Source: an optimization exercise on an open RTL-to-GDS flow (aim: small area and a short achievable clock period). Production flows keep margins and buffers that such runs may drop.
RTL that was checked went through simulation tests only; none was proved equivalent to the original.
Only the layout flow was run in runs 1 to 4; the RTL was not checked for function there.
Power figures rest on the tool's default switching activity, not on a simulated workload.

==> design/flow/design.v <==
package exec_pkg;
    typedef logic [32-1:0] word_t;     
    typedef logic [5-1:0] shamt_t;   
    typedef enum logic [4:0] {
        ALU_PA   = 5'd0,     
        ALU_PB   = 5'd1,     
        ALU_ADD  = 5'd2,
        ALU_SUB  = 5'd3,
        ALU_SUBU = 5'd4,
        ALU_OR   = 5'd5,
        ALU_AND  = 5'd6,
        ALU_XOR  = 5'd7,
        ALU_NOR  = 5'd8,
        ALU_SLT  = 5'd9,     
        ALU_SLTU = 5'd10,    
        ALU_SLL  = 5'd11,
        ALU_SRL  = 5'd12,
        ALU_SRA  = 5'd13,
        ALU_NOP  = 5'd14
    } alu_op_t;
    typedef enum logic [1:0] {
        A_RS   = 2'd0,       
        A_LINK = 2'd1,       
        A_EXT  = 2'd2,       
        A_SPC  = 2'd3        
    } src_a_t;
    typedef enum logic [1:0] {
        B_RT  = 2'd0,        
        B_EXT = 2'd1         
    } src_b_t;
    typedef enum logic [1:0] {
        FWD_NONE = 2'd0,     
        FWD_ALU  = 2'd1,     
        FWD_MEM  = 2'd2      
    } fwd_t;
    typedef logic [10-1:0] ctrl_t;
endpackage
module alu_logic (
    input  exec_pkg::word_t    p_i,
    input  exec_pkg::word_t    g_i,
    input  exec_pkg::ctrl_t    ctrl_i,
    input  exec_pkg::word_t    shift_i,     
    output exec_pkg::word_t    y_o
);
    localparam int W     = 32;
    localparam int LOG_W = $clog2(W);
    logic [W-1:0] gp [0:LOG_W];      
    logic [W-1:0] pp [0:LOG_W];      
    logic [W-1:0] c;                 
    logic         arith;
    logic         cin;
    exec_pkg::word_t other;          
    exec_pkg::word_t y_c0;           
    exec_pkg::word_t y_c1;           
    logic         signs_differ;
    logic         lt_c0;             
    logic         lt_c1;             
    assign arith = ctrl_i[3];
    assign cin   = ctrl_i[4];
    assign gp[0] = {g_i[W-1:1], g_i[0] | (p_i[0] & cin)};
    assign pp[0] = p_i;
    for (genvar l = 0; l < LOG_W; l++)
    begin : g_pfx
        for (genvar i = 0; i < W; i++)
        begin : g_bit
            if ((i >> l) & 1)
            begin : g_op
                localparam int J = ((i >> l) << l) - 1;
                assign gp[l+1][i] = gp[l][i] | (pp[l][i] & gp[l][J]);
                assign pp[l+1][i] = pp[l][i] & pp[l][J];
            end
            else
            begin : g_pass
                assign gp[l+1][i] = gp[l][i];
                assign pp[l+1][i] = pp[l][i];
            end
        end
    end
    assign c = {gp[LOG_W][W-2:0], cin};
    assign other = ({W{ctrl_i[0]}} & ~(p_i | g_i))
                 | ({W{ctrl_i[1]}}  & p_i)
                 | ({W{ctrl_i[2]}} & g_i);
    assign signs_differ = ~p_i[W-1];
    assign lt_c0 = ctrl_i[6] ? (signs_differ ? g_i[W-1] :  p_i[W-1]) : ~g_i[W-1];
    assign lt_c1 = ctrl_i[6] ? (signs_differ ? g_i[W-1] : ~p_i[W-1]) : ~(g_i[W-1] | p_i[W-1]);
    assign y_c0 = other | ({W{arith}} &  p_i);
    assign y_c1 = other | ({W{arith}} & ~p_i);
    assign y_o[0] = (c[0] ? y_c1[0] : y_c0[0])
                  | (ctrl_i[5] & (c[W-1] ? lt_c1 : lt_c0))
                  | shift_i[0];
    for (genvar i = 1; i < W; i++)
    begin : g_pick
        assign y_o[i] = (c[i] ? y_c1[i] : y_c0[i]) | shift_i[i];
    end
endmodule
module barrel_shifter (
    input  exec_pkg::word_t    value_i,
    input  logic [3:0]         rot_lo_i,
    input  logic [3:0]         rot_hi_i,
    input  logic               rot_16_i,
    input  exec_pkg::ctrl_t    ctrl_i,
    output exec_pkg::word_t    y_o
);
    localparam int W = 32;
    exec_pkg::shamt_t rot;
    logic             rot_zero;
    logic             fill;
    exec_pkg::word_t  rot_a;         
    exec_pkg::word_t  rot_b;         
    exec_pkg::word_t  rot_c;         
    exec_pkg::word_t  keep;          
    exec_pkg::word_t  fill_bit;      
    assign rot = {rot_16_i,
                  rot_hi_i[2] | rot_hi_i[3], rot_hi_i[1] | rot_hi_i[3],
                  rot_lo_i[2] | rot_lo_i[3], rot_lo_i[1] | rot_lo_i[3]};
    assign rot_zero = rot_lo_i[0] & rot_hi_i[0] & ~rot_16_i;
    assign fill     = ctrl_i[9] & value_i[W-1];    
    for (genvar i = 0; i < W; i++)
    begin : g_rot
        assign rot_a[i] = (rot_lo_i[0] & value_i[i])
                        | (rot_lo_i[1] & value_i[(i + 1) % W])
                        | (rot_lo_i[2] & value_i[(i + 2) % W])
                        | (rot_lo_i[3] & value_i[(i + 3) % W]);
        assign rot_b[i] = (rot_hi_i[0] & rot_a[i])
                        | (rot_hi_i[1] & rot_a[(i + 4) % W])
                        | (rot_hi_i[2] & rot_a[(i + 8) % W])
                        | (rot_hi_i[3] & rot_a[(i + 12) % W]);
        assign rot_c[i] = rot_16_i ? rot_b[(i + 16) % W] : rot_b[i];
    end
    for (genvar i = 0; i < W; i++)
    begin : g_mask
        assign keep[i]     = ctrl_i[7]
                           & (rot_zero | ((32'(rot) + i >= W) == ctrl_i[8]));
        assign fill_bit[i] = ctrl_i[7] & ~keep[i] & fill;
        assign y_o[i]      = (keep[i] & rot_c[i]) | fill_bit[i];
    end
endmodule
module operand_select (
    input  logic               clk,
    input  logic               rst,
    input  logic               valid_i,
    input  exec_pkg::alu_op_t  alu_op_i,
    input  exec_pkg::src_a_t   src_a_i,
    input  exec_pkg::src_b_t   src_b_i,
    input  exec_pkg::fwd_t     fwd_a_i,
    input  exec_pkg::fwd_t     fwd_b_i,
    input  exec_pkg::fwd_t     fwd_st_i,
    input  logic               spc_clr_i,
    input  exec_pkg::word_t    rs_i,
    input  exec_pkg::word_t    rt_i,
    input  exec_pkg::word_t    ext_i,
    input  exec_pkg::word_t    pc_i,
    input  exec_pkg::word_t    fw_alu_i,
    input  exec_pkg::word_t    fw_mem_i,
    output logic               valid_o,
    output exec_pkg::ctrl_t    ctrl_o,
    output exec_pkg::word_t    p_o,         
    output exec_pkg::word_t    g_o,         
    output exec_pkg::word_t    store_o,
    output exec_pkg::word_t    spc_o,
    output logic [3:0]         rot_lo_o,    
    output logic [3:0]         rot_hi_o,    
    output logic               rot_16_o     
);
    exec_pkg::word_t st_fwd;
    exec_pkg::word_t link_addr;
    exec_pkg::word_t a_sel;
    exec_pkg::word_t b_sel;
    exec_pkg::ctrl_t ctrl;
    logic            zero_a;
    logic            zero_b;
    exec_pkg::word_t a_op;
    exec_pkg::word_t b_op;
    logic a_rs, a_fa, a_fm, a_link, a_ext, a_spc;
    logic b_rt, b_fa, b_fm, b_ext;
    logic s_rt, s_fa, s_fm;
    assign a_rs   = (src_a_i == exec_pkg::A_RS) & (fwd_a_i == exec_pkg::FWD_NONE);
    assign a_fa   = (src_a_i == exec_pkg::A_RS) & (fwd_a_i == exec_pkg::FWD_ALU);
    assign a_fm   = (src_a_i == exec_pkg::A_RS) & fwd_a_i[1];
    assign a_link = (src_a_i == exec_pkg::A_LINK);
    assign a_ext  = (src_a_i == exec_pkg::A_EXT);
    assign a_spc  = (src_a_i == exec_pkg::A_SPC);
    assign b_rt   = ~src_b_i[0] & (fwd_b_i == exec_pkg::FWD_NONE);
    assign b_fa   = ~src_b_i[0] & (fwd_b_i == exec_pkg::FWD_ALU);
    assign b_fm   = ~src_b_i[0] & fwd_b_i[1];
    assign b_ext  = src_b_i[0];
    assign s_rt   = (fwd_st_i == exec_pkg::FWD_NONE);
    assign s_fa   = (fwd_st_i == exec_pkg::FWD_ALU);
    assign s_fm   = fwd_st_i[1];
    exec_pkg::word_t carry;      
    assign carry[2:0] = 3'b100;
    for (genvar i = 3; i < 32; i++)
    begin : g_inc
        assign carry[i] = &pc_i[i-1:2];
    end
    assign link_addr = pc_i ^ carry;     
    assign a_sel = ({32{a_rs}}   & rs_i)
                 | ({32{a_fa}}   & fw_alu_i)
                 | ({32{a_fm}}   & fw_mem_i)
                 | ({32{a_link}} & link_addr)
                 | ({32{a_ext}}  & ext_i)
                 | ({32{a_spc}}  & spc_o);     
    assign b_sel = ({32{b_rt}}  & rt_i)
                 | ({32{b_fa}}  & fw_alu_i)
                 | ({32{b_fm}}  & fw_mem_i)
                 | ({32{b_ext}} & ext_i);
    assign st_fwd = ({32{s_rt}} & rt_i)
                  | ({32{s_fa}} & fw_alu_i)
                  | ({32{s_fm}} & fw_mem_i);
    exec_pkg::shamt_t rot;
    assign rot = ctrl[8] ? exec_pkg::shamt_t'(-a_sel[5-1:0])
                                       : a_sel[5-1:0];
    always_comb
    begin
        ctrl = '0;
        case (alu_op_i)
            exec_pkg::ALU_PA,                                
            exec_pkg::ALU_PB,                                
            exec_pkg::ALU_XOR:  ctrl[1] = 1'b1;
            exec_pkg::ALU_ADD:  ctrl[3] = 1'b1;
            exec_pkg::ALU_SUB,
            exec_pkg::ALU_SUBU: begin ctrl[3] = 1'b1; ctrl[4] = 1'b1; end
            exec_pkg::ALU_OR:   begin ctrl[1] = 1'b1; ctrl[2] = 1'b1; end
            exec_pkg::ALU_AND:  ctrl[2] = 1'b1;
            exec_pkg::ALU_NOR:  ctrl[0] = 1'b1;
            exec_pkg::ALU_SLT:  begin ctrl[5] = 1'b1; ctrl[6] = 1'b1; ctrl[4] = 1'b1; end
            exec_pkg::ALU_SLTU: begin ctrl[5] = 1'b1; ctrl[4] = 1'b1; end
            exec_pkg::ALU_SLL:  begin ctrl[7] = 1'b1; ctrl[8] = 1'b1; end
            exec_pkg::ALU_SRL:  ctrl[7] = 1'b1;
            exec_pkg::ALU_SRA:  begin ctrl[7] = 1'b1; ctrl[9] = 1'b1; end
            default: ;           
        endcase
    end
    assign zero_a = (alu_op_i == exec_pkg::ALU_PB) | ctrl[7];
    assign zero_b = (alu_op_i == exec_pkg::ALU_PA);
    assign a_op   = a_sel & {32{~zero_a}};
    assign b_op   = (b_sel & {32{~zero_b}}) ^ {32{ctrl[4]}};
    always_ff @(posedge clk)
    begin
        if (!rst)
            spc_o <= '0;
        else if (spc_clr_i)
            spc_o <= '0;
        else if (valid_i)
            spc_o <= pc_i;
    end
    always_ff @(posedge clk)
    begin
        if (!rst)
            valid_o <= 1'b0;
        else
            valid_o <= valid_i;
    end
    always_ff @(posedge clk)
    begin
        ctrl_o  <= ctrl;
        p_o     <= a_op ^ b_op;
        g_o     <= a_op & b_op;
        rot_lo_o <= 4'b0001 << rot[1:0];
        rot_hi_o <= 4'b0001 << rot[3:2];
        rot_16_o <= rot[4];
        store_o <= st_fwd;
    end
endmodule
module result_stage (
    input  logic               clk,
    input  logic               rst,
    input  logic               valid_i,
    input  exec_pkg::ctrl_t    ctrl_i,
    input  exec_pkg::word_t    p_i,         
    input  exec_pkg::word_t    g_i,         
    input  exec_pkg::word_t    store_i,
    input  logic [3:0]         rot_lo_i,
    input  logic [3:0]         rot_hi_i,
    input  logic               rot_16_i,
    output logic               valid_o,
    output exec_pkg::word_t    result_o,
    output exec_pkg::word_t    store_data_o
);
    exec_pkg::word_t alu_y;
    exec_pkg::word_t shift_y;
    barrel_shifter i_shifter (
        .value_i  (p_i),
        .rot_lo_i (rot_lo_i),
        .rot_hi_i (rot_hi_i),
        .rot_16_i (rot_16_i),
        .ctrl_i   (ctrl_i),
        .y_o      (shift_y)
    );
    alu_logic i_alu (
        .p_i     (p_i),
        .g_i     (g_i),
        .ctrl_i  (ctrl_i),
        .shift_i (shift_y),
        .y_o     (alu_y)
    );
    always_ff @(posedge clk)
    begin
        if (!rst)
            valid_o <= 1'b0;
        else
            valid_o <= valid_i;
    end
    always_ff @(posedge clk)
    begin
        result_o     <= alu_y;
        store_data_o <= store_i;
    end
endmodule
module exec_stage (
    input  logic               clk,
    input  logic               rst,
    input  logic               valid_i,
    input  exec_pkg::alu_op_t  alu_op_i,
    input  exec_pkg::src_a_t   src_a_i,
    input  exec_pkg::src_b_t   src_b_i,
    input  exec_pkg::fwd_t     fwd_a_i,
    input  exec_pkg::fwd_t     fwd_b_i,
    input  exec_pkg::fwd_t     fwd_st_i,
    input  logic               spc_clr_i,
    input  exec_pkg::word_t    rs_i,
    input  exec_pkg::word_t    rt_i,
    input  exec_pkg::word_t    ext_i,
    input  exec_pkg::word_t    pc_i,
    input  exec_pkg::word_t    fw_alu_i,
    input  exec_pkg::word_t    fw_mem_i,
    output logic               valid_o,
    output exec_pkg::word_t    result_o,
    output exec_pkg::word_t    store_data_o,
    output exec_pkg::word_t    spc_o
);
    logic    op_valid;
    exec_pkg::ctrl_t   op_ctrl;
    exec_pkg::word_t   op_p;
    exec_pkg::word_t   op_g;
    exec_pkg::word_t   op_store;
    logic [3:0]        op_rot_lo;
    logic [3:0]        op_rot_hi;
    logic              op_rot_16;
    operand_select i_operand_select (
        .clk       (clk),
        .rst       (rst),
        .valid_i   (valid_i),
        .alu_op_i  (alu_op_i),
        .src_a_i   (src_a_i),
        .src_b_i   (src_b_i),
        .fwd_a_i   (fwd_a_i),
        .fwd_b_i   (fwd_b_i),
        .fwd_st_i  (fwd_st_i),
        .spc_clr_i (spc_clr_i),
        .rs_i      (rs_i),
        .rt_i      (rt_i),
        .ext_i     (ext_i),
        .pc_i      (pc_i),
        .fw_alu_i  (fw_alu_i),
        .fw_mem_i  (fw_mem_i),
        .valid_o   (op_valid),
        .ctrl_o    (op_ctrl),
        .p_o       (op_p),
        .g_o       (op_g),
        .store_o   (op_store),
        .spc_o     (spc_o),
        .rot_lo_o  (op_rot_lo),
        .rot_hi_o  (op_rot_hi),
        .rot_16_o  (op_rot_16)
    );
    result_stage i_result_stage (
        .clk          (clk),
        .rst          (rst),
        .valid_i      (op_valid),
        .ctrl_i       (op_ctrl),
        .p_i          (op_p),
        .g_i          (op_g),
        .store_i      (op_store),
        .rot_lo_i     (op_rot_lo),
        .rot_hi_i     (op_rot_hi),
        .rot_16_i     (op_rot_16),
        .valid_o      (valid_o),
        .result_o     (result_o),
        .store_data_o (store_data_o)
    );
endmodule
==> design/flow/flow/run.sh <==
#!/bin/bash
# The standard layout with two changes:
#  - Yosys's ABC step maps for area with the script in flow/area.abc
#    (registers, their names and cell types are untouched)
#  - no full/half adder cell extraction (ADDER_MAP_FILE empty)
#  - the resizer may swap cells of any footprint (MATCH_CELL_FOOTPRINT=0)
#  - every port gets the smallest buffer, sky130_fd_sc_hd__buf_1
# Each tool's output goes to a log file in this folder.
set -euo pipefail
HERE=$(pwd)

# synthesis script: the standard flow's, with the ABC script swapped
sed -e 's#^source \$::env(SCRIPTS_DIR)/synth_preamble.tcl$#&\nset abc_args [lreplace $abc_args 1 1 $::env(MY_ABC_SCRIPT)]#' \
    "$FLOW_HOME/scripts/synth.tcl" > my_synth_body.tcl
grep -q MY_ABC_SCRIPT my_synth_body.tcl
sed -e "s#^source \$::env(SCRIPTS_DIR)/synth.tcl\$#source $HERE/my_synth_body.tcl#" \
    synth_recipe.tcl > my_synth_recipe.tcl
grep -q my_synth_body my_synth_recipe.tcl

sed -e "s#SYNTH_SCRIPT=[^ ]*#SYNTH_SCRIPT=$HERE/my_synth_recipe.tcl MATCH_CELL_FOOTPRINT=0#" standard.sh > my_standard.sh
grep -q my_synth_recipe my_standard.sh

export MY_ABC_SCRIPT="$FLOW_HOME/scripts/abc_speed.script"
export BUFFER_PORTS_ARGS="-buffer_cell sky130_fd_sc_hd__buf_1"
export ADDER_MAP_FILE=""
bash my_standard.sh > flow.log 2>&1
==> design/flow/standard.sh <==
#!/bin/bash
# synth_recipe.tcl (not shown) runs the flow's synth.tcl, then flattens the netlist and writes it again
# the make line also repeats each setting of config.mk as NAME=value (left out here)
make -C /OpenROAD-flow-scripts/flow DESIGN_CONFIG=/design/flow/config.mk WORK_HOME=/design/flow/orfs CLKGATE_MAP_FILE= SYNTH_SCRIPT=/design/flow/synth_recipe.tcl "${@:-finish}"
==> design/flow/config.mk <==
export PLATFORM = sky130hd
export DESIGN_NAME = exec_stage
export DESIGN_NICKNAME = exec_stage
export VERILOG_FILES = /design/flow/design.v
export SDC_FILE = /design/flow/constraint.sdc
export NUM_CORES = 4
export LEC_CHECK = 0
export CAP_MARGIN = 20
export CORE_MARGIN = 2
export CORE_UTILIZATION = 50
export CTS_BUF_LIST = sky130_fd_sc_hd__clkbuf_8
export CTS_CLUSTER_DIAMETER = 60
export CTS_CLUSTER_SIZE = 20
export SETUP_SLACK_MARGIN = 1.9
export SLEW_MARGIN = 20
==> design/flow/constraint.sdc <==
create_clock -name core_clock -period 4.5 [get_ports {clk}]
set_input_delay 0.9000 -clock core_clock [delete_from_list [all_inputs] [get_ports {clk}]]
set_output_delay 0.9000 -clock core_clock [all_outputs]
set_load 0.01 [all_outputs]
==> results.json, run 1 <==
{
  "cp_common_cell": "mux2i_1",
  "finClkSkew_ns": 0.0506,
  "grt_max_degree": 65,
  "track_usage_pct": 34.9,
  "numCtsBuffers": 22,
  "dp.cells": 2453,
  "dieHeight_um": 174,
  "endpoint_kind": "flop",
  "ys_warn_count": 5,
  "worst-endpoint-required_ns": 4.90,
  "worstPathMaxFanout": 23,
  "dpl.hpwl_um": 41000,
  "layout-drive-gt1-share_pct": 10.3,
  "synth_cells": 1901,
  "yosysSeqAreaShare_pct": 29.5,
  "die_area_sq_mm": 0.0303,
  "die_w_um": 174,
  "numClockSinks": 213,
  "report.final.slew_viol_count": 0,
  "reg2regPathDepth": 9,
  "routedWlPerCell_um": 21.7,
  "drt_wl_total_um": 54600,
  "fin_nets": 2321,
  "finalCritPeriodShare_pct": 58.5,
  "max_slew_margin_pct": 38.2,
  "slowest_stage": "dfxtp_4",
  "finalHoldViolCount": 0,
  "syn_avg_cell_area_sq_um": 7.60,
  "setup_tns_ns": 0,
  "cp_cell_sequence": "buf_4, or3_1, o21ai_2, inv_1, o21ai_0, mux2i_1, mux2i_1, a221oi_1, o21ai_1",
  "start_util_pct": 50.6,
  "period_needed_ns": 2.63,
  "worst_slack_ns": 1.87,
  "ant_nets": 0,
  "start_kind": "flop",
  "syn_nets": 2112,
  "syn_area_sq_mm": 0.0145,
  "cts_tree": "done",
  "fp-row-count": 62,
  "cts.clk_slew.worst_paths_ns": 0.12,
  "grt_overflow": 0,
  "drc_errors": 0,
  "leakage_nw": 6.35,
  "fp.coreArea_sq_mm": 0.0285,
  "clock_latency_ns": 0.60,
  "ys_seq_elements": 213,
  "hp-class": "reg -> reg",
  "worstSetupPathType": "reg -> reg",
  "clk_path_buf_depth": 3,
  "grt_setup_unrepaired": "true",
  "worstHoldPathCells": 0,
  "placement.io_buffers": 306,
  "cp_data_arrival_time_ns": 3.03,
  "drv_cap": 0,
  "ys_async_sr_fraction_pct": 0,
  "final-setup-viol-count": 0,
  "htree_levels": 1,
  "synth_edf_count": 0,
  "max-vdd-ir-drop_mv": 0.306,
  "critPathMaxStageDelay_ns": 0.45,
  "num_io_pins": 308,
  "firstDrtPassIters": 6,
  "grt_pass1_vias": 13900,
  "drt_iter0_drc": 1428,
  "path_depth": 9,
  "syn_to_final_growth_pct": 14.8,
  "critical-path-top-delay-family": "compound AO/OA/AOI/OAI gates",
  "worstMarginPinSlew_ns": 0.927,
  "cts_root_buf": "clkbuf_8",
  "antenna_found_initial": 3,
  "grt_pass1_wl_um": 83400,
  "power_density_mw_per_mm2": 373,
  "ctsHoldBuffers": 0,
  "synth_flop_cell": "dfxtp_1",
  "fmax_ghz": 0.380,
  "layout.cells.non_filler": 2512,
  "dr_total_vias": 15200,
  "dp_slack_ns": 1.08,
  "synth.distinct_cells": 67,
  "place_congestion": 0.931,
  "outcome": "complete, no violations",
  "critPathBufInv": 2,
  "vias_per_cell": 6.05
}
[stage by stage]
| stage | power [mW] | hold WS (ns) | util [%] | cell area (sq um) |
|---|---|---|---|---|
| 2_1_floorplan | 3.93 | 0.310 | - | 14500 |
| 3_3_place_gp | 4.60 | 0.310 | 55.1 | 15700 |
| 3_5_place_dp | 4.63 | 0.312 | 55.1 | 15700 |
| 4_1_cts | 6.10 | 0.305 | 57.5 | 16400 |
| 5_1_grt | 6.52 | 0.320 | 58.1 | 16600 |
| 6_report | 6.19 | 0.296 | 58.1 | 16600 |
[Yosys cell counts, types with 5 or more instances]
master | count | area (sq um)
a221o_1 | 6 | 60.1
buf_2 | 18 | 90.1
mux2i_1 | 122 | 1220
or4_1 | 5 | 37.5
nand4_1 | 10 | 62.6
a221oi_1 | 54 | 473
o31ai_1 | 13 | 97.6
clkbuf_1 | 129 | 484
buf_1 | 30 | 113
dfxtp_1 | 213 | 4260
xnor2_1 | 95 | 832
o21a_1 | 5 | 37.5
a21o_1 | 11 | 82.6
nand3_1 | 58 | 290
a21oi_1 | 136 | 681
nand2b_1 | 13 | 81.3
and2_1 | 15 | 93.8
nor2b_1 | 35 | 219
or3_1 | 6 | 37.5
a211oi_1 | 5 | 37.5
nor3b_1 | 10 | 75.1
nor2_1 | 252 | 946
o211ai_1 | 8 | 60.1
nand2_1 | 205 | 769
and4_1 | 9 | 78.8
o21ai_0 | 117 | 586
a22o_1 | 17 | 149
a22oi_1 | 138 | 1040
nand3b_1 | 5 | 37.5
inv_1 | 17 | 63.8
xor2_1 | 22 | 193
mux2_2 | 23 | 259
o221ai_1 | 14 | 123
nor3_1 | 22 | 110
[layout by cell type (no fill, tap or decap), drive strengths merged, types with 10 or more instances in the layout]
cell type,n
a21o,12
a21oi,139
a221oi,54
a22o,17
a22oi,138
and2,15
buf,352
clkbuf,37
dfxtp,213
inv,27
mux2,23
mux2i,122
nand2,205
nand2b,13
nand3,58
nand4,11
nor2,252
nor2b,35
nor3,22
nor3b,10
o21ai,120
o221ai,14
o31ai,13
xnor2,95
xor2,22
[state kept, by name, indices dropped and copies added (netlist names)]
signal                       flops
i_operand_select.valid_o         1
i_operand_select.g_o            32
i_operand_select.ctrl_o         10
i_operand_select.store_o        32
i_result_stage.store_data_o     32
i_operand_select.rot_16_o        1
i_operand_select.rot_hi_o        4
i_operand_select.rot_lo_o        4
i_result_stage.valid_o           1
i_operand_select.p_o            32
i_result_stage.result_o         32
i_operand_select.spc_o          32
[path summary, 6_finish.rpt]
kind / from / to / slack [ns]
min reg2reg: i_operand_select.store_o[25] / i_result_stage.store_data_o[25] / 0.30
max reg2reg: i_operand_select.rot_lo_o[1] / i_result_stage.result_o[11] / 1.87
min: i_operand_select.store_o[25] / i_result_stage.store_data_o[25] / 0.30
max: i_operand_select.rot_lo_o[1] / i_result_stage.result_o[11] / 1.87
[repair_timing]
item | in CTS | in global routing
gates resized for setup | 33 | 62
setup endpoints to repair | 53 | 67
pin swaps | 6 | 12
setup buffers | 12 | 5
[routing by layer]
metal  wire, um  track usage [%]
met5          0                0
met4       1880             10.9
met3       4420             5.64
met2      24700             56.2
met1      23600             47.8
[where the power goes]
part	leakage, nW	switching, mW	internal (mW)
registers	1.78	0.340	2.13
clock network	0.256	0.872	0.572
logic	4.32	1.39	0.885
[logic make-up after synthesis]
group | Yosys count | synth area share, %
buf+inv | 199 | 5.43
compound gates | 563 | 26.5
xor+xnor | 117 | 7.09
mux | 149 | 10.9
flops | 213 | 29.5
simple gates | 660 | 20.6
[final cells by class]
cell class | count | area (sq um)
multi-input combinational | 1489 | 9580
clock inverter | 15 | 180
timing repair buffer | 365 | 1630
sequential | 213 | 4310
tap | 384 | 480
clock buffer | 24 | 330
fill | 2774 | 12000
inverter | 19 | 75.1
antenna | 3 | 7.51
==> run 2, diff against run 1 <==
--- a/design/flow/design.v
+++ b/design/flow/design.v
@@ -97,5 +97,5 @@
     input  exec_pkg::word_t    value_i,
-    input  logic [3:0]         rot_lo_i,
-    input  logic [3:0]         rot_hi_i,
-    input  logic               rot_16_i,
+    input  logic [3:0]         sh_lo_i,
+    input  logic [3:0]         sh_hi_i,
+    input  logic               sh_16_i,
     input  exec_pkg::ctrl_t    ctrl_i,
@@ -104,33 +104,32 @@
     localparam int W = 32;
-    exec_pkg::shamt_t rot;
-    logic             rot_zero;
     logic             fill;
-    exec_pkg::word_t  rot_a;         
-    exec_pkg::word_t  rot_b;         
-    exec_pkg::word_t  rot_c;         
-    exec_pkg::word_t  keep;          
-    exec_pkg::word_t  fill_bit;      
-    assign rot = {rot_16_i,
-                  rot_hi_i[2] | rot_hi_i[3], rot_hi_i[1] | rot_hi_i[3],
-                  rot_lo_i[2] | rot_lo_i[3], rot_lo_i[1] | rot_lo_i[3]};
-    assign rot_zero = rot_lo_i[0] & rot_hi_i[0] & ~rot_16_i;
-    assign fill     = ctrl_i[9] & value_i[W-1];    
+    logic [W+2:0]     val_f;         
+    logic [W+11:0]    sh_a_f;
+    logic [W+15:0]    sh_b_f;
+    exec_pkg::word_t  sh_a;          
+    exec_pkg::word_t  sh_b;          
+    exec_pkg::word_t  sh_c;          
+    assign fill  = ctrl_i[9] & value_i[W-1];    
+    assign val_f = {{3{fill}}, value_i};
     for (genvar i = 0; i < W; i++)
-    begin : g_rot
-        assign rot_a[i] = (rot_lo_i[0] & value_i[i])
-                        | (rot_lo_i[1] & value_i[(i + 1) % W])
-                        | (rot_lo_i[2] & value_i[(i + 2) % W])
-                        | (rot_lo_i[3] & value_i[(i + 3) % W]);
-        assign rot_b[i] = (rot_hi_i[0] & rot_a[i])
-                        | (rot_hi_i[1] & rot_a[(i + 4) % W])
-                        | (rot_hi_i[2] & rot_a[(i + 8) % W])
-                        | (rot_hi_i[3] & rot_a[(i + 12) % W]);
-        assign rot_c[i] = rot_16_i ? rot_b[(i + 16) % W] : rot_b[i];
+    begin : g_sh_a
+        assign sh_a[i] = (sh_lo_i[0] & val_f[i])
+                       | (sh_lo_i[1] & val_f[i + 1])
+                       | (sh_lo_i[2] & val_f[i + 2])
+                       | (sh_lo_i[3] & val_f[i + 3]);
     end
+    assign sh_a_f = {{12{fill}}, sh_a};
     for (genvar i = 0; i < W; i++)
-    begin : g_mask
-        assign keep[i]     = ctrl_i[7]
-                           & (rot_zero | ((32'(rot) + i >= W) == ctrl_i[8]));
-        assign fill_bit[i] = ctrl_i[7] & ~keep[i] & fill;
-        assign y_o[i]      = (keep[i] & rot_c[i]) | fill_bit[i];
+    begin : g_sh_b
+        assign sh_b[i] = (sh_hi_i[0] & sh_a_f[i])
+                       | (sh_hi_i[1] & sh_a_f[i + 4])
+                       | (sh_hi_i[2] & sh_a_f[i + 8])
+                       | (sh_hi_i[3] & sh_a_f[i + 12]);
+    end
+    assign sh_b_f = {{16{fill}}, sh_b};
+    for (genvar i = 0; i < W; i++)
+    begin : g_out
+        assign sh_c[i] = sh_16_i ? sh_b_f[i + 16] : sh_b[i];
+        assign y_o[i]  = (ctrl_i[7] & sh_c[i])
+                       | (ctrl_i[8]  & sh_c[W-1-i]);
     end
@@ -160,5 +159,5 @@
     output exec_pkg::word_t    spc_o,
-    output logic [3:0]         rot_lo_o,    
-    output logic [3:0]         rot_hi_o,    
-    output logic               rot_16_o     
+    output logic [3:0]         sh_lo_o,     
+    output logic [3:0]         sh_hi_o,     
+    output logic               sh_16_o      
 );
@@ -209,5 +208,2 @@
                   | ({32{s_fm}} & fw_mem_i);
-    exec_pkg::shamt_t rot;
-    assign rot = ctrl[8] ? exec_pkg::shamt_t'(-a_sel[5-1:0])
-                                       : a_sel[5-1:0];
     always_comb
@@ -227,3 +223,3 @@
             exec_pkg::ALU_SLTU: begin ctrl[5] = 1'b1; ctrl[4] = 1'b1; end
-            exec_pkg::ALU_SLL:  begin ctrl[7] = 1'b1; ctrl[8] = 1'b1; end
+            exec_pkg::ALU_SLL:  ctrl[8] = 1'b1;
             exec_pkg::ALU_SRL:  ctrl[7] = 1'b1;
@@ -233,6 +229,11 @@
     end
-    assign zero_a = (alu_op_i == exec_pkg::ALU_PB) | ctrl[7];
+    exec_pkg::word_t b_rev;
+    for (genvar i = 0; i < 32; i++)
+    begin : g_rev
+        assign b_rev[i] = ctrl[8] ? b_sel[32-1-i] : b_sel[i];
+    end
+    assign zero_a = (alu_op_i == exec_pkg::ALU_PB) | ctrl[8] | ctrl[7];
     assign zero_b = (alu_op_i == exec_pkg::ALU_PA);
     assign a_op   = a_sel & {32{~zero_a}};
-    assign b_op   = (b_sel & {32{~zero_b}}) ^ {32{ctrl[4]}};
+    assign b_op   = (b_rev & {32{~zero_b}}) ^ {32{ctrl[4]}};
     always_ff @(posedge clk)
@@ -258,5 +259,5 @@
         g_o     <= a_op & b_op;
-        rot_lo_o <= 4'b0001 << rot[1:0];
-        rot_hi_o <= 4'b0001 << rot[3:2];
-        rot_16_o <= rot[4];
+        sh_lo_o <= 4'b0001 << a_sel[1:0];
+        sh_hi_o <= 4'b0001 << a_sel[3:2];
+        sh_16_o <= a_sel[4];
         store_o <= st_fwd;
@@ -272,5 +273,5 @@
     input  exec_pkg::word_t    store_i,
-    input  logic [3:0]         rot_lo_i,
-    input  logic [3:0]         rot_hi_i,
-    input  logic               rot_16_i,
+    input  logic [3:0]         sh_lo_i,
+    input  logic [3:0]         sh_hi_i,
+    input  logic               sh_16_i,
     output logic               valid_o,
@@ -283,5 +284,5 @@
         .value_i  (p_i),
-        .rot_lo_i (rot_lo_i),
-        .rot_hi_i (rot_hi_i),
-        .rot_16_i (rot_16_i),
+        .sh_lo_i (sh_lo_i),
+        .sh_hi_i (sh_hi_i),
+        .sh_16_i (sh_16_i),
         .ctrl_i   (ctrl_i),
@@ -336,5 +337,5 @@
     exec_pkg::word_t   op_store;
-    logic [3:0]        op_rot_lo;
-    logic [3:0]        op_rot_hi;
-    logic              op_rot_16;
+    logic [3:0]        op_sh_lo;
+    logic [3:0]        op_sh_hi;
+    logic              op_sh_16;
     operand_select i_operand_select (
@@ -362,5 +363,5 @@
         .spc_o     (spc_o),
-        .rot_lo_o  (op_rot_lo),
-        .rot_hi_o  (op_rot_hi),
-        .rot_16_o  (op_rot_16)
+        .sh_lo_o  (op_sh_lo),
+        .sh_hi_o  (op_sh_hi),
+        .sh_16_o  (op_sh_16)
     );
@@ -374,5 +375,5 @@
         .store_i      (op_store),
-        .rot_lo_i     (op_rot_lo),
-        .rot_hi_i     (op_rot_hi),
-        .rot_16_i     (op_rot_16),
+        .sh_lo_i     (op_sh_lo),
+        .sh_hi_i     (op_sh_hi),
+        .sh_16_i     (op_sh_16),
         .valid_o      (valid_o),
==> run 2 against run 1 <==
Against the previous run: wire length is 4.7% higher; non-clock buffer count is 10 lower; setup slack better by 0.042 ns; sequential share of layout area is 1.4 points higher; design area is 5.7% lower; synthesized cell count is 6.7% lower; fmax is 1.6% higher; count of clock-buffer cells in the layout is 1 lower; first-iteration DRC count is 15% higher; final cell count is 6.3% lower; worst hold slack better by 0.031 ns; highest routed layer is now met5.
==> results.json, run 2 <==
{
  "endpoint_kind": "flop",
  "place_congestion": 1.04,
  "routedWlPerCell_um": 24.3,
  "grt_pass1_vias": 13700,
  "max-vdd-ir-drop_mv": 0.253,
  "netlist_top_cells_area": "dfxtp_1, nand2_1, mux2i_1",
  "ys_seq_elements": 213,
  "fp-row-count": 60,
  "synth_commonest_cells": "nand2_1, dfxtp_1, nor2_1, clkbuf_1",
  "mostFrequentLayoutCells": "buf_1, nand2_1, dfxtp_1",
  "die_w_um": 168,
  "outcome": "complete, no violations",
  "yosysSeqAreaShare_pct": 31.5,
  "hp-start": "i_operand_select.store_o[8]",
  "ctsHoldBuffers": 0,
  "placement.io_buffers": 306,
  "post-route-util_pct": 58.6,
  "drc_errors": 0,
  "timing.rr.start": "i_operand_select.sh_hi_o[3]",
  "r2r_end": "i_result_stage.result_o[7]",
  "synth_cells": 1773,
  "syn_nets": 1984,
  "die_area_sq_mm": 0.0284,
  "synth.most_common_cell": "nand2_1",
  "final_common_cell": "buf_1",
  "syn_avg_cell_area_sq_um": 7.62,
  "antenna_found_initial": 9,
  "vias_per_cell": 6.31,
  "cts.clk_slew.worst_paths_ns": 0.10,
  "syn_to_final_growth_pct": 15.8,
  "worst-endpoint-required_ns": 4.99,
  "numClockSinks": 213,
  "dr_total_vias": 14900,
  "firstDrtPassIters": 6,
  "layout-drive-gt1-share_pct": 8.88,
  "fp.coreArea_sq_mm": 0.0267,
  "ys_warn_count": 5,
  "synth_flop_cell": "dfxtp_1",
  "clk_path_buf_depth": 3,
  "synth_top_area_share_pct": 31.5,
  "rrSetupSlack_ns": 1.97,
  "syn_area_sq_mm": 0.0135,
  "setup_tns_ns": 0,
  "crit_path_end": "i_operand_select.g_o[7]",
  "cp_data_arrival_time_ns": 3.08,
  "grt_overflow": 0,
  "ys_async_sr_fraction_pct": 0,
  "dieHeight_um": 168,
  "dpl.hpwl_um": 44300,
  "start_kind": "input port",
  "final-setup-viol-count": 0,
  "track_usage_pct": 38.7,
  "dp.cells": 2294,
  "worstSetupPathType": "in -> reg",
  "report.final.slew_viol_count": 0,
  "finalCritPeriodShare_pct": 57.5,
  "num_io_pins": 308,
  "grt_pass1_wl_um": 83500,
  "ant_nets": 0,
  "finalHoldViolCount": 0,
  "max_slew_margin_pct": 23.4,
  "fmax_ghz": 0.386,
  "numCtsBuffers": 23,
  "synth.distinct_cells": 64,
  "leakage_nw": 6.01,
  "fillers": 2572,
  "grt_max_degree": 65,
  "cts_root_buf": "clkbuf_8",
  "worst_slack_ns": 1.91,
  "fin_nets": 2199,
  "start_util_pct": 50.6,
  "clock_latency_ns": 0.58,
  "layout.cells.non_filler": 2353,
  "dp_slack_ns": 1.20,
  "cts_tree": "done",
  "synth_area_leader_cell": "dfxtp_1",
  "worstPathMaxFanout": 31,
  "reg2regPathDepth": 6,
  "drv_cap": 0,
  "hp-class": "reg -> reg",
  "synth_edf_count": 0,
  "drt_iter0_drc": 1642,
  "worstMarginPinSlew_ns": 1.15,
  "drt_wl_total_um": 57200,
  "period_needed_ns": 2.59,
  "htree_levels": 1,
  "grt_setup_unrepaired": "true",
  "crit_path_start": "src_a_i[1]",
  "finClkSkew_ns": 0.0249,
  "power_density_mw_per_mm2": 380
}
## run 2: stage by stage
stage	cell area [sq um]	total power, mW	hold WS, ns
floorplan	13500	3.66	0.310
global placement	14800	4.37	0.311
detailed placement	14800	4.40	0.312
CTS	15400	5.86	0.325
global route	15600	6.20	0.324
finish	15700	5.94	0.326
## run 2: critical path, stage by stage
cell	delay, ns
clkbuf_2	0.27
buf_4	0.29
nor4_2	0.36
buf_6	0.33
a22oi_1	0.11
a31oi_1	0.56
nor2b_1	0.25
## run 2: timing repair
item	CTS	global route
resized for setup	15	59
endpoints found under the setup margin	34	63
buffers inserted	6	4
pin swaps	2	10
## run 2: layout make-up
class | instances | area [sq um] | share of cell area [%]
multi-input combinational | 1367 | 8700 | 55.6
sequential | 213 | 4280 | 27.3
timing repair buffer | 355 | 1560 | 9.98
tap | 341 | 427 | 2.73
clock buffer | 23 | 317 | 2.02
clock inverter | 18 | 236 | 1.51
inverter | 28 | 109 | 0.695
antenna | 8 | 20.0 | 0.128
## run 2: cells by family after synthesis
kind of cell | Yosys count | share of synthesized area [%]
compound gates | 541 | 27.4
flops | 213 | 31.5
simple gates | 624 | 21.2
mux | 95 | 7.47
xor+xnor | 107 | 6.93
buf+inv | 193 | 5.50
## run 2: report_power, final
group	internal (mW)	total (mW)	switching, mW
Sequential	2.13	2.51	0.382
Combinational	0.731	1.96	1.23
Clock	0.580	1.47	0.889
Total	3.44	5.94	2.50
## run 2: how the worst min path moves through the flow
stage	end	slack, ns	cells past startpoint
2_1_floorplan	i_result_stage.store_data_o[0]	0.31	0
3_3_place_gp	i_result_stage.store_data_o[14]	0.31	0
3_5_place_dp	i_result_stage.store_data_o[11]	0.31	0
4_1_cts	i_result_stage.store_data_o[7]	0.33	0
5_1_grt	i_result_stage.store_data_o[7]	0.32	0
6_report	i_result_stage.store_data_o[8]	0.33	0
## run 2: routing by layer
metal	share of wire [%]	track usage, %	vias to the layer above
met4	7.1	22.9	2
li1	-	-	6867
met2	49	67.3	838
met5	0.019	0	-
met3	8.6	7.92	199
met1	36	43.9	6947
==> run 3, diff against run 2 <==
--- a/design/flow/config.mk
+++ b/design/flow/config.mk
@@ -13,3 +13,3 @@
 export CTS_CLUSTER_SIZE = 20
-export SETUP_SLACK_MARGIN = 1.9
+export SETUP_SLACK_MARGIN = 2.5
 export SLEW_MARGIN = 20
==> run 3 against run 2 <==
Against the previous run: still clean; global-route usage rose by 2.3 points; sequential share of layout area decreased by 5.3 points; design area grew 28%; clock skew up 0.031 ns; area after synthesis is the same; setup slack gained 0.21 ns; power up 14%; worst hold slack about the same; first-iteration DRC count is 22% higher; critical endpoint is now i_result_stage.result_o[3].
==> results.json, run 3 <==
{
  "endpoint_kind": "flop",
  "numCtsBuffers": 21,
  "period_needed_ns": 2.38,
  "drc_errors": 0,
  "setup_tns_ns": 0,
  "ctsHoldBuffers": 0,
  "syn_area_sq_mm": 0.0135,
  "worst-endpoint-required_ns": 4.93,
  "grt_overflow": 0,
  "synth_top_area_share_pct": 31.5,
  "dr_total_vias": 16700,
  "final_common_cell": "buf_1",
  "dpl.hpwl_um": 44200,
  "antenna_found_initial": 4,
  "syn_avg_cell_area_sq_um": 7.62,
  "fp.coreArea_sq_mm": 0.0267,
  "post-route-util_pct": 74.7,
  "netlist_top_cells_area": "dfxtp_1, nand2_1, mux2i_1",
  "fillers": 1907,
  "htree_levels": 1,
  "worstSetupPathType": "reg -> reg",
  "routedWlPerCell_um": 26.0,
  "finClkSkew_ns": 0.0562,
  "synth_compound_area_share_pct": 27.4,
  "grt_pass1_wl_um": 88700,
  "synth_flop_cell": "dfxtp_1",
  "grt_pass1_vias": 15100,
  "finalCritPeriodShare_pct": 53.0,
  "die_area_sq_mm": 0.0284,
  "firstDrtPassIters": 7,
  "synth_commonest_cells": "nand2_1, dfxtp_1, nor2_1, clkbuf_1",
  "synth_cells": 1773,
  "finalHoldViolCount": 0,
  "place_congestion": 0.998,
  "max_slew_margin_pct": 21.4,
  "muxShareOfSynthArea_pct": 7.47,
  "hp-class": "reg -> reg",
  "synth.most_common_cell": "nand2_1",
  "worstPathMaxFanout": 7,
  "synth.distinct_cells": 64,
  "cts_tree": "done",
  "synth-xor-area-share_pct": 6.93,
  "synth_edf_count": 0,
  "worstMarginPinSlew_ns": 1.18,
  "cp_data_arrival_time_ns": 2.82,
  "dieHeight_um": 168,
  "yosys.area_share.simple_pct": 21.2,
  "drt_wl_total_um": 66000,
  "numClockSinks": 213,
  "clock_latency_ns": 0.61,
  "ys_seq_elements": 213,
  "report.final.slew_viol_count": 0,
  "ys_async_sr_fraction_pct": 0,
  "clk_path_buf_depth": 3,
  "leakage_nw": 7.92,
  "syn_to_final_growth_pct": 47.8,
  "fin_nets": 2388,
  "drt_iter0_drc": 1998,
  "die_w_um": 168,
  "cts.clk_slew.worst_paths_ns": 0.12,
  "vias_per_cell": 6.57,
  "syn_nets": 1984,
  "fmax_ghz": 0.420,
  "synth_area_leader_cell": "dfxtp_1",
  "max-vdd-ir-drop_mv": 0.355,
  "num_io_pins": 308,
  "synth_adder_area_share_pct": 0,
  "drv_cap": 0,
  "total_power_mw": 6.78,
  "grt_max_degree": 39,
  "mostFrequentLayoutCells": "buf_1, nand2_1, buf_4",
  "outcome": "complete, no violations",
  "grt_setup_unrepaired": "true",
  "ys_warn_count": 5,
  "final-setup-viol-count": 0,
  "layout-drive-gt1-share_pct": 34.0,
  "placement.io_buffers": 306,
  "start_util_pct": 50.6,
  "ant_nets": 0,
  "power_density_mw_per_mm2": 339,
  "cts_root_buf": "clkbuf_8",
  "yosysSeqAreaShare_pct": 31.5,
  "track_usage_pct": 41.0,
  "synth_top_family_by_area": "compound AO/OA/AOI/OAI gates",
  "start_kind": "flop",
  "fp-row-count": 60
}
run 3: through the flow:
step	std cells	hold slack, ns	setup slack [ns]	cell area, sq um
floorplan	1773	0.310	1.92	14200
global placement	2294	0.312	1.25	15200
detailed placement	2294	0.312	1.24	15200
CTS	2448	0.325	2.12	18000
global route	2535	0.330	2.04	20000
finish	2538	0.326	2.12	20000
run 3: final timing paths:
path	start	to	slack [ns]	depth (start not counted)
max	i_operand_select.sh_lo_o[0]	i_result_stage.result_o[3]	2.12	10
min	i_operand_select.store_o[29]	i_result_stage.store_data_o[29]	0.33	0
max reg2reg	i_operand_select.sh_lo_o[0]	i_result_stage.result_o[3]	2.12	10
min reg2reg	i_operand_select.store_o[29]	i_result_stage.store_data_o[29]	0.33	0
run 3: cell type report:
type                    count  area, sq um  area share [%]
clock buffers              21          289            1.45
multi-input cells        1369        10500            52.7
repair buffers            544         4010            20.1
diodes                      5         12.5          0.0626
clock inverters            17          186           0.933
flip-flops and latches    213         4400            22.0
well taps                 341          427            2.14
inverters                  28          118           0.589
run 3: cells by family (layout without fill, tap and decap cells):
logic type,after synthesis,count (layout)
compound gates,541,541
xor+xnor,107,107
buf+inv,193,610
flops,213,213
mux,95,95
other cells,0,5
simple gates,624,626
run 3: where the power goes:
| group | switching, mW | internal [mW] |
|---|---|---|
| Sequential | 0.343 | 2.14 |
| Clock | 0.854 | 0.516 |
| Combinational | 1.66 | 1.27 |
| Total | 2.85 | 3.92 |
run 3: layer usage:
metal / GRT usage, % / up-vias / share of wire, %
li1: - / 7244 / -
met1: 44.9 / 7797 / 33
met2: 70.5 / 1186 / 46
met3: 8.30 / 436 / 10
met4: 29.8 / 0 / 11
met5: 0 / - / 0
run 3: repair_timing:
item,in CTS,in global routing
cloned,9,13
pin swaps,114,119
endpoints found under the hold margin,0,0
setup buffers,107,71
endpoints found under the setup margin,142,145
resized for setup,438,294
run 3: critical path, stage by stage, from the launching register on:
cell      delay, ns
dfxtp_4        0.37
buf_12         0.14
buf_4          0.13
buf_6          0.12
a22oi_2        0.18
nand2_2        0.13
a222oi_1       0.34
nand2_1        0.14
nor2_1         0.13
a31oi_2        0.10
a221o_1        0.45
==> run 4, diff against run 3 <==
--- a/design/flow/config.mk
+++ b/design/flow/config.mk
@@ -13,3 +13,3 @@
 export CTS_CLUSTER_SIZE = 20
-export SETUP_SLACK_MARGIN = 2.5
+export SETUP_SLACK_MARGIN = 2.2
 export SLEW_MARGIN = 20
==> run 4 against run 3 <==
Against the previous run: still clean; core utilization down 12 points; fmax is 1.3% lower; count of clock-buffer cells in the layout increased by 1; final cell count is 5.7% lower; area after synthesis unchanged; clock power hardly changed; via count decreased by 8.6%; critical path depth stayed put; die area stayed put; setup slack got worse by 0.031 ns; critical path type is now in -> reg; critical endpoint is now i_operand_select.p_o[30]; largest cell class unchanged; highest routed layer is now met5.
==> results.json, run 4 <==
{
  "power.internal_mw": 3.60,
  "fmax_ghz": 0.414,
  "final-setup-viol-count": 0,
  "synth_adder_area_share_pct": 0,
  "yosysSeqAreaShare_pct": 31.5,
  "worst-endpoint-required_ns": 4.96,
  "synth-xor-area-share_pct": 6.93,
  "antenna_found_initial": 9,
  "worstSetupPathType": "in -> reg",
  "endpoint_kind": "flop",
  "vias_per_cell": 6.36,
  "synth_commonest_cells": "nand2_1, dfxtp_1, nor2_1, clkbuf_1",
  "synth_top_area_share_pct": 31.5,
  "synth_cells": 1773,
  "critical-path-top-delay-family": "simple AND/OR/NAND/NOR gates",
  "netlist_top_cells_area": "dfxtp_1, nand2_1, mux2i_1",
  "p_sw_mw": 2.60,
  "ant_nets": 0,
  "syn_nets": 1984,
  "period_needed_ns": 2.41,
  "layout-drive-gt1-share_pct": 16.8,
  "htree_levels": 1,
  "critPathMaxStageDelay_ns": 0.42,
  "dr_total_vias": 15200,
  "num_io_pins": 308,
  "finClkSkew_ns": 0.0259,
  "drc_errors": 0,
  "dieHeight_um": 168,
  "critPathBufInv": 2,
  "fp-row-count": 60,
  "ys_seq_elements": 213,
  "finalInstanceArea_sq_mm": 0.0169,
  "cp_cell_sequence": "buf_2, nand3_2, or3_4, nor4_4, buf_4, and4_4, nand4_1, xor2_1, o22ai_2, xnor2_1",
  "start_kind": "input port",
  "power_density_mw_per_mm2": 368,
  "muxShareOfSynthArea_pct": 7.47,
  "layout.cells.non_filler": 2394,
  "drt_iter0_drc": 1641,
  "slowest_stage": "or3_4",
  "report.final.slew_viol_count": 0,
  "final_common_cell": "buf_1",
  "syn_area_sq_mm": 0.0135,
  "setup_tns_ns": 0,
  "synth_top_family_by_area": "compound AO/OA/AOI/OAI gates",
  "synth_edf_count": 0,
  "clk_path_buf_depth": 3,
  "drv_cap": 0,
  "synth.most_common_cell": "nand2_1",
  "numCtsBuffers": 21,
  "fp.coreArea_sq_mm": 0.0267,
  "grt_max_degree": 65,
  "seqPwrFrac_pct": 40.3,
  "power_frac_comb_pct": 37.8,
  "finalHoldViolCount": 0,
  "drt_wl_total_um": 59200,
  "routedWlPerCell_um": 24.7,
  "max_slew_margin_pct": 36.1,
  "switching_share_pct": 42.0,
  "ys_async_sr_fraction_pct": 0,
  "hp-class": "reg -> reg",
  "yosys.area_share.simple_pct": 21.2,
  "grt_pass1_vias": 13900,
  "cp_data_arrival_time_ns": 2.87,
  "max-vdd-ir-drop_mv": 0.335,
  "track_usage_pct": 39.3,
  "outcome": "complete, no violations",
  "synth_compound_area_share_pct": 27.4,
  "fin_nets": 2243,
  "die_w_um": 168,
  "grt_setup_unrepaired": "true",
  "die_area_sq_mm": 0.0284,
  "worstMarginPinSlew_ns": 0.958,
  "synth_flop_cell": "dfxtp_1",
  "numClockSinks": 213,
  "cts_root_buf": "clkbuf_8",
  "grt_pass1_wl_um": 84500,
  "placedInstanceArea_sq_mm": 0.0148,
  "synth.distinct_cells": 64,
  "finalCritPeriodShare_pct": 53.7,
  "place_congestion": 0.966,
  "start_util_pct": 50.6,
  "leakage_nw": 6.42,
  "synth_area_leader_cell": "dfxtp_1",
  "firstDrtPassIters": 6,
  "pwr-share-clk_pct": 21.9,
  "clock_latency_ns": 0.59,
  "placement.io_buffers": 306,
  "mostFrequentLayoutCells": "buf_1, nand2_1, dfxtp_1",
  "dp.cells": 2289,
  "syn_to_final_growth_pct": 24.7,
  "cts_tree": "done",
  "cts.clk_slew.worst_paths_ns": 0.11,
  "grt_overflow": 0,
  "ys_warn_count": 5,
  "syn_avg_cell_area_sq_um": 7.62,
  "dpl.hpwl_um": 44800,
  "worstPathMaxFanout": 4
}
run 4: cell counts after synthesis:
No cell type changed its count.
run 4: final timing paths:
kind	from	end	slack [ns]	cells past startpoint
setup / recovery	pc_i[6]	i_operand_select.p_o[30]	2.09	10
hold / removal	i_operand_select.store_o[16]	i_result_stage.store_data_o[16]	0.33	0
setup reg to reg	i_operand_select.p_o[5]	i_result_stage.result_o[27]	2.13	8
hold reg to reg	i_operand_select.store_o[16]	i_result_stage.store_data_o[16]	0.33	0
run 4: per-stage QoR:
step           power, mW  util (%)  setup slack (ns)  hold WS (ns)
6_report            6.20      63.1              2.09         0.327
5_1_grt             6.45      63.0              1.98         0.342
4_1_cts             5.86      59.3              2.11         0.330
3_5_place_dp        4.40      55.4              1.26         0.312
3_3_place_gp        4.38      55.4              1.28         0.311
2_1_floorplan       3.67         -              1.92         0.310
run 4: cells by family (layout without fill, tap and decap cells):
kind of cell | Yosys count | after routing
buf+inv | 193 | 467
flops | 213 | 213
mux | 95 | 95
simple gates | 624 | 624
other cells | 0 | 6
compound gates | 541 | 541
xor+xnor | 107 | 107
run 4: layer usage:
metal | wire, um | track usage [%]
met5 | 41 | 0
met4 | 5130 | 27.2
met3 | 5440 | 8.46
met2 | 27900 | 66.9
met1 | 20700 | 43.9
run 4: repair_timing:
item                       4_1_cts  5_1_grt
resized for setup              136      173
buffers inserted                18       37
pin swaps                       21       48
hold buffers                     0        0
setup endpoints to repair      103       95
gates cloned                     1        3
run 4: power by group through the flow:
stage,Sequential (mW),Clock [mW],Combinational (mW)
floorplan,2.30,0,1.38
global placement,2.50,0,1.88
detailed placement,2.50,0,1.89
CTS,2.47,1.37,2.01
global route,2.53,1.44,2.48
finish,2.50,1.36,2.34
run 4: cell type report:
| type | count | area [sq um] |
|---|---|---|
| antenna | 6 | 15.0 |
| timing repair inverter | 1 | 5.00 |
| multi-input combinational | 1367 | 9350 |
| clock inverter | 16 | 165 |
| clock buffer | 22 | 303 |
| tap | 341 | 427 |
| fill | 2500 | 9870 |
| inverter | 28 | 114 |
| sequential | 213 | 4340 |
| timing repair buffer | 400 | 2140 |
==> run 5, diff against run 4 <==
--- a/design/flow/design.v
+++ b/design/flow/design.v
@@ -45,3 +45,3 @@
     localparam int W     = 32;
-    localparam int LOG_W = $clog2(W);
+    localparam int LOG_W = 5;      
     logic [W-1:0] gp [0:LOG_W];      
--- a/design/flow/config.mk
+++ b/design/flow/config.mk
@@ -9,3 +9,3 @@
 export CORE_MARGIN = 2
-export CORE_UTILIZATION = 50
+export CORE_UTILIZATION = 65
 export CTS_BUF_LIST = sky130_fd_sc_hd__clkbuf_8
@@ -13,3 +13,3 @@
 export CTS_CLUSTER_SIZE = 20
-export SETUP_SLACK_MARGIN = 2.2
+export SETUP_SLACK_MARGIN = 1.9
 export SLEW_MARGIN = 20
==> run 5 against run 4 <==
Against the previous run: worst hold slack improved by 0.012 ns; highest routed layer unchanged; combinational power is 16% lower; critical endpoint is now i_operand_select.p_o[26]; count of clock-buffer cells in the layout is 3 lower; design area is 8.5% lower; power down 6.8%; sequential share of layout area grew 2.1 points; via count up 3.3%; critical path depth unchanged.
==> results.json, run 5 <==
{
  "cp_cell_sequence": "buf_1, nand3_1, or3_4, nor4_4, buf_4, nand2_2, nor3_1, a21oi_1, o22a_1, xor2_1",
  "firstDrtPassIters": 10,
  "start_util_pct": 66.6,
  "drc_errors": 0,
  "finalInstanceArea_sq_mm": 0.0154,
  "dpl.hpwl_um": 41300,
  "synth.most_common_cell": "nand2_1",
  "clk_path_buf_depth": 3,
  "syn_avg_cell_area_sq_um": 7.62,
  "grt_max_degree": 65,
  "max-vdd-ir-drop_mv": 0.378,
  "worstPathMaxFanout": 5,
  "antenna_found_initial": 9,
  "cts_tree": "done",
  "routedWlPerCell_um": 24.5,
  "report.final.slew_viol_count": 0,
  "cts.clk_slew.worst_paths_ns": 0.11,
  "num_io_pins": 308,
  "synth.distinct_cells": 64,
  "worstSetupPathType": "in -> reg",
  "layout-drive-gt1-share_pct": 8.51,
  "syn_nets": 1984,
  "cp_data_arrival_time_ns": 3.10,
  "netlist_top_cells_area": "dfxtp_1, nand2_1, mux2i_1",
  "ys_seq_elements": 213,
  "finalCritPeriodShare_pct": 58.6,
  "synth_flop_cell": "dfxtp_1",
  "endpoint_kind": "flop",
  "period_needed_ns": 2.64,
  "grt_setup_unrepaired": "true",
  "worst_slack_ns": 1.86,
  "slowest_stage": "or3_4",
  "worst-endpoint-required_ns": 4.96,
  "power_density_mw_per_mm2": 374,
  "outcome": "complete, no violations",
  "setup_tns_ns": 0,
  "synth_area_leader_cell": "dfxtp_1",
  "placement.io_buffers": 306,
  "fp.coreArea_sq_mm": 0.0203,
  "dp_slack_ns": 1.18,
  "ctsHoldBuffers": 0,
  "numClockSinks": 213,
  "final_common_cell": "buf_1",
  "dieHeight_um": 148,
  "synth_commonest_cells": "nand2_1, dfxtp_1, nor2_1, clkbuf_1",
  "fin_nets": 2187,
  "synth_edf_count": 0,
  "syn_area_sq_mm": 0.0135,
  "leakage_nw": 5.92,
  "drt_wl_total_um": 55500,
  "clock_latency_ns": 0.57,
  "cts_root_buf": "clkbuf_8",
  "yosysSeqAreaShare_pct": 31.5,
  "start_kind": "input port",
  "critPathMaxStageDelay_ns": 0.44,
  "worstMarginPinSlew_ns": 1.15,
  "ant_nets": 0,
  "numCtsBuffers": 19,
  "synth_top_area_share_pct": 31.5,
  "fmax_ghz": 0.379,
  "dr_total_vias": 15700,
  "track_usage_pct": 48.3,
  "die_w_um": 148,
  "grt_overflow": 0,
  "finClkSkew_ns": 0.0428,
  "hp-class": "reg -> reg",
  "vias_per_cell": 6.94,
  "drt_iter0_drc": 2530,
  "grt_pass1_wl_um": 81500,
  "drv_cap": 0,
  "ys_warn_count": 5,
  "finalHoldViolCount": 0,
  "grt_pass1_vias": 14300,
  "final-setup-viol-count": 0,
  "die_area_sq_mm": 0.0220,
  "placedInstanceArea_sq_mm": 0.0147,
  "place_congestion": 1.08,
  "mostFrequentLayoutCells": "buf_1, nand2_1, dfxtp_1",
  "synth_cells": 1773,
  "htree_levels": 1,
  "max_slew_margin_pct": 23.5,
  "ys_async_sr_fraction_pct": 0,
  "syn_to_final_growth_pct": 14.1,
  "fp-row-count": 52
}
==> run 5: power breakdown <==
part	switching [mW]	leakage [nW]	total (mW)	internal, mW
Clock	0.789	0.210	1.30	0.511
Combinational	1.24	3.93	1.96	0.726
Sequential	0.379	1.77	2.51	2.13
==> run 5: final cells by class <==
cell class                 instances  area [sq um]
multi-input combinational       1367          8750
fill                            1520          4870
tap                              270           338
clock inverter                    13           166
antenna                            9          22.5
timing repair buffer             347          1490
inverter                          28           105
sequential                       213          4290
clock buffer                      19           262
==> run 5: path summary, 6_finish.rpt <==
path / start / to / slack, ns / cells past startpoint
setup / recovery: pc_i[6] / i_operand_select.p_o[26] / 1.86 / 10
hold / removal: i_operand_select.store_o[28] / i_result_stage.store_data_o[28] / 0.34 / 0
hold reg to reg: i_operand_select.store_o[28] / i_result_stage.store_data_o[28] / 0.34 / 0
setup reg to reg: i_operand_select.p_o[31] / i_result_stage.result_o[4] / 1.97 / 7
==> run 5: layer usage <==
| layer | wire length (um) | GRT usage, % | vias to the layer above |
|---|---|---|---|
| met4 | 6070 | 39.3 | 4 |
| met3 | 6660 | 11.3 | 409 |
| met1 | 17900 | 53.9 | 7089 |
| met2 | 24900 | 78.9 | 1395 |
| met5 | 25 | 0 | - |
| li1 | - | - | 6839 |
==> run 5: worst max-delay path, delay by kind of cell <==
kind                   cells  cell delay [ns]
AO/OA/AOI/OAI              2             0.36
AND/OR/NAND/NOR            5             1.31
XOR/XNOR                   1             0.19
buffers and inverters      2             0.32
==> run 5: through the flow <==
step / hold slack [ns] / util (%) / power (mW) / std cells
2_1_floorplan: 0.310 / - / 3.66 / 1773
3_3_place_gp: 0.311 / 72.3 / 4.28 / 2217
3_5_place_dp: 0.312 / 72.3 / 4.33 / 2217
4_1_cts: 0.338 / 74.6 / 5.60 / 2251
5_1_grt: 0.344 / 75.9 / 5.99 / 2262
6_report: 0.339 / 76.0 / 5.77 / 2266
==> run 5: repair_timing <==
item | CTS | global route
gates resized for setup | 15 | 67
cloned | 0 | 0
setup endpoints to repair | 32 | 81
pin swaps | 2 | 7
buffers inserted | 2 | 6
==> run 5: cells by family (layout without fill, tap and decap cells) <==
logic type	Yosys count	after routing	synth area share [%]
simple gates	624	624	21.2
compound gates	541	541	27.4
flops	213	213	31.5
buf+inv	193	407	5.50
xor+xnor	107	107	6.93
mux	95	95	7.47
other cells	0	9	0
==> run 6, diff against run 5 <==
--- a/design/flow/config.mk
+++ b/design/flow/config.mk
@@ -9,3 +9,3 @@
 export CORE_MARGIN = 2
-export CORE_UTILIZATION = 65
+export CORE_UTILIZATION = 50
 export CTS_BUF_LIST = sky130_fd_sc_hd__clkbuf_8
==> run 6 against run 5 <==
Against the previous run: highest routed layer unchanged; critical path type unchanged; via count decreased by 5.6%; synthesized cell count stayed put; fmax rose by 1.8%; still clean on timing, DRC and antenna; global-route usage decreased by 9.6 points.
==> results.json, run 6 <==
{
  "holdWs_ns": 0.326,
  "rrSetupSlack_ns": 1.97,
  "reg2regPathDepth": 6,
  "ant_nets": 0,
  "synth.most_common_cell": "nand2_1",
  "numCtsBuffers": 23,
  "synth_cells": 1773,
  "r2r_end": "i_result_stage.result_o[7]",
  "post-route-util_pct": 58.6,
  "drc_errors": 0,
  "endpoint_kind": "flop",
  "worstMarginPinSlew_ns": 1.15,
  "cp_cell_sequence": "clkbuf_2, buf_4, nor4_2, buf_6, a22oi_1, a31oi_1, nor2b_1",
  "track_usage_pct": 38.7,
  "outcome": "complete, no violations",
  "synth_commonest_cells": "nand2_1, dfxtp_1, nor2_1, clkbuf_1",
  "fp.coreArea_sq_mm": 0.0267,
  "start_kind": "input port",
  "power_density_mw_per_mm2": 380,
  "placedInstanceArea_sq_mm": 0.0148,
  "total_power_mw": 5.94,
  "drt_iter0_drc": 1642,
  "drt_wl_total_um": 57200,
  "p_sw_mw": 2.50,
  "grt_max_degree": 65,
  "power.internal_mw": 3.44,
  "finClkSkew_ns": 0.0249,
  "worst_slack_ns": 1.91,
  "seqPwrFrac_pct": 42.2,
  "grt_pass1_vias": 13700,
  "fmax_ghz": 0.386,
  "hp-class": "reg -> reg",
  "leakage_nw": 6.01,
  "critical-path-top-delay-family": "buffers and inverters",
  "dp.cells": 2294,
  "setup_tns_ns": 0,
  "htree_levels": 1,
  "grt_overflow": 0,
  "synth_top_area_share_pct": 31.5,
  "finalInstanceArea_sq_mm": 0.0157,
  "clock_latency_ns": 0.58,
  "antenna_found_initial": 9,
  "worstSetupPathType": "in -> reg",
  "cts_tree": "done",
  "syn_area_sq_mm": 0.0135,
  "synth_area_leader_cell": "dfxtp_1",
  "syn_nets": 1984,
  "dr_total_vias": 14900,
  "layout.cells.non_filler": 2353,
  "synth_flop_cell": "dfxtp_1",
  "worstHoldPathCells": 0,
  "start_util_pct": 50.6,
  "netlist_top_cells_area": "dfxtp_1, nand2_1, mux2i_1",
  "vias_per_cell": 6.31,
  "timing.rr.start": "i_operand_select.sh_hi_o[3]",
  "max-vdd-ir-drop_mv": 0.253,
  "switching_share_pct": 42.1,
  "ctsHoldBuffers": 0,
  "grt_setup_unrepaired": "true",
  "cts.clk_slew.worst_paths_ns": 0.10,
  "placement.io_buffers": 306,
  "mostFrequentLayoutCells": "buf_1, nand2_1, dfxtp_1",
  "dp_slack_ns": 1.20,
  "worstPathMaxFanout": 31,
  "dpl.hpwl_um": 44300,
  "syn_avg_cell_area_sq_um": 7.62,
  "clk_path_buf_depth": 3,
  "power_frac_comb_pct": 33.0,
  "fillers": 2572,
  "ys_warn_count": 5,
  "ys_async_sr_fraction_pct": 0,
  "layout-drive-gt1-share_pct": 8.88,
  "dieHeight_um": 168,
  "max_slew_margin_pct": 23.4,
  "drv_cap": 0,
  "synth.distinct_cells": 64,
  "final-setup-viol-count": 0,
  "whs_endpoint": "i_result_stage.store_data_o[8]",
  "syn_to_final_growth_pct": 15.8,
  "critPathBufInv": 3,
  "die_w_um": 168,
  "period_needed_ns": 2.59,
  "slowest_stage": "a31oi_1",
  "fin_nets": 2199,
  "die_area_sq_mm": 0.0284,
  "worst-endpoint-required_ns": 4.99,
  "hp-start": "i_operand_select.store_o[8]",
  "grt_pass1_wl_um": 83500,
  "fp-row-count": 60,
  "report.final.slew_viol_count": 0,
  "final_common_cell": "buf_1",
  "numClockSinks": 213,
  "ys_seq_elements": 213,
  "pwr-share-clk_pct": 24.7,
  "routedWlPerCell_um": 24.3,
  "cp_data_arrival_time_ns": 3.08,
  "num_io_pins": 308,
  "finalHoldViolCount": 0,
  "place_congestion": 1.04,
  "cts_root_buf": "clkbuf_8",
  "firstDrtPassIters": 6,
  "finalCritPeriodShare_pct": 57.5,
  "yosysSeqAreaShare_pct": 31.5,
  "critPathMaxStageDelay_ns": 0.56,
  "synth_edf_count": 0
}
==> run 6: per-layer routing <==
layer / part of all wire [%] / global-route usage (%) / vias to the layer above
met4: 7.1 / 22.9 / 2
met1: 36 / 43.9 / 6947
met2: 49 / 67.3 / 838
met5: 0.019 / 0 / -
met3: 8.6 / 7.92 / 199
li1: - / - / 6867
==> run 6: worst max-delay path by stage <==
| stage | from | end | cells after the start |
|---|---|---|---|
| 2_1_floorplan | pc_i[7] | i_operand_select.g_o[30] | 9 |
| 3_3_place_gp | fwd_b_i[1] | i_operand_select.g_o[15] | 10 |
| 3_5_place_dp | fwd_b_i[1] | i_operand_select.g_o[15] | 10 |
| 4_1_cts | fwd_a_i[1] | i_operand_select.g_o[12] | 7 |
| 5_1_grt | i_operand_select.sh_lo_o[2] | i_result_stage.result_o[25] | 8 |
| 6_report | src_a_i[1] | i_operand_select.g_o[7] | 7 |
==> run 6: final cells by class <==
type / instances / area (sq um) / area share [%]
clock buffer: 23 / 317 / 2.02
tap: 341 / 427 / 2.73
timing repair buffer: 355 / 1560 / 9.98
antenna: 8 / 20.0 / 0.128
clock inverter: 18 / 236 / 1.51
inverter: 28 / 109 / 0.695
multi-input combinational: 1367 / 8700 / 55.6
sequential: 213 / 4280 / 27.3
==> run 6: power by group through the flow <==
stage / sequential (mW) / combinational, mW / clock, mW
4_1_cts: 2.48 / 1.89 / 1.49
3_5_place_dp: 2.53 / 1.87 / 0
2_1_floorplan: 2.30 / 1.37 / 0
5_1_grt: 2.54 / 2.11 / 1.56
3_3_place_gp: 2.52 / 1.86 / 0
6_report: 2.51 / 1.96 / 1.47
==> run 6: kinds of logic (layout without fill, tap and decap cells) <==
family / count (synthesis) / in the layout / share of synthesized area [%]
AOI/OAI and AO/OA: 541 / 541 / 27.4
xor gates and xnor gates: 107 / 107 / 6.93
buffers and inverters: 193 / 424 / 5.50
DFF: 213 / 213 / 31.5
muxes: 95 / 95 / 7.47
other: 0 / 8 / 0
and+or+nand+nor: 624 / 624 / 21.2
==> run 6: repair_timing <==
item                                    4_1_cts  5_1_grt
setup buffers                                 6        4
pin swaps                                     2       10
gates resized for setup                      15       59
endpoints found under the setup margin       34       63

[re-timing with driven ports]
The results above use ideal ports. As a check the final layouts listed here were re-extracted and re-timed, cells and wires unchanged.
Step 1 (the two cells are an assumption about what drives the block):
set clk [get_ports {clk}]
set_driving_cell -lib_cell sky130_fd_sc_hd__clkbuf_16 $clk
set_driving_cell -lib_cell sky130_fd_sc_hd__buf_2 [delete_from_list [all_inputs] $clk]
Step 2 times the ports against the registers' clock, not the clock port: input delays grow and output delays shrink by t, the midpoint of the rising clock arrivals with the driver on.
Three values: no drivers, after step 1, after step 2; two values: the first two.
| run | t, ns | slack for setup (ns) | worst setup path at the end | latest minus earliest clock arrival (ns) | cell pins on the clock port's net |
|---|---|---|---|---|---|
| run 1 | 0.629 | 1.869 / 1.869 / 1.415 | input to register | 0.051 / 0.051 | 1 |
| run 2 | 0.607 | 1.911 / 1.930 / 1.324 | input to register | 0.027 / 0.027 | 1 |
| run 3 | 0.633 | 2.117 / 2.117 / 1.549 | input to register | 0.056 / 0.056 | 1 |
| run 4 | 0.623 | 2.086 / 2.061 / 1.439 | input to register | 0.035 / 0.035 | 1 |
| run 5 | 0.604 | 1.863 / 1.892 / 1.288 | input to register | 0.044 / 0.044 | 1 |
| run 6 | 0.607 | 1.911 / 1.930 / 1.324 | input to register | 0.027 / 0.027 | 1 |
After both steps every run listed still meets setup and hold. For run 4, which loses most, drivers alone change the setup slack by -0.025 ns; drivers and shift together by -0.647 ns.
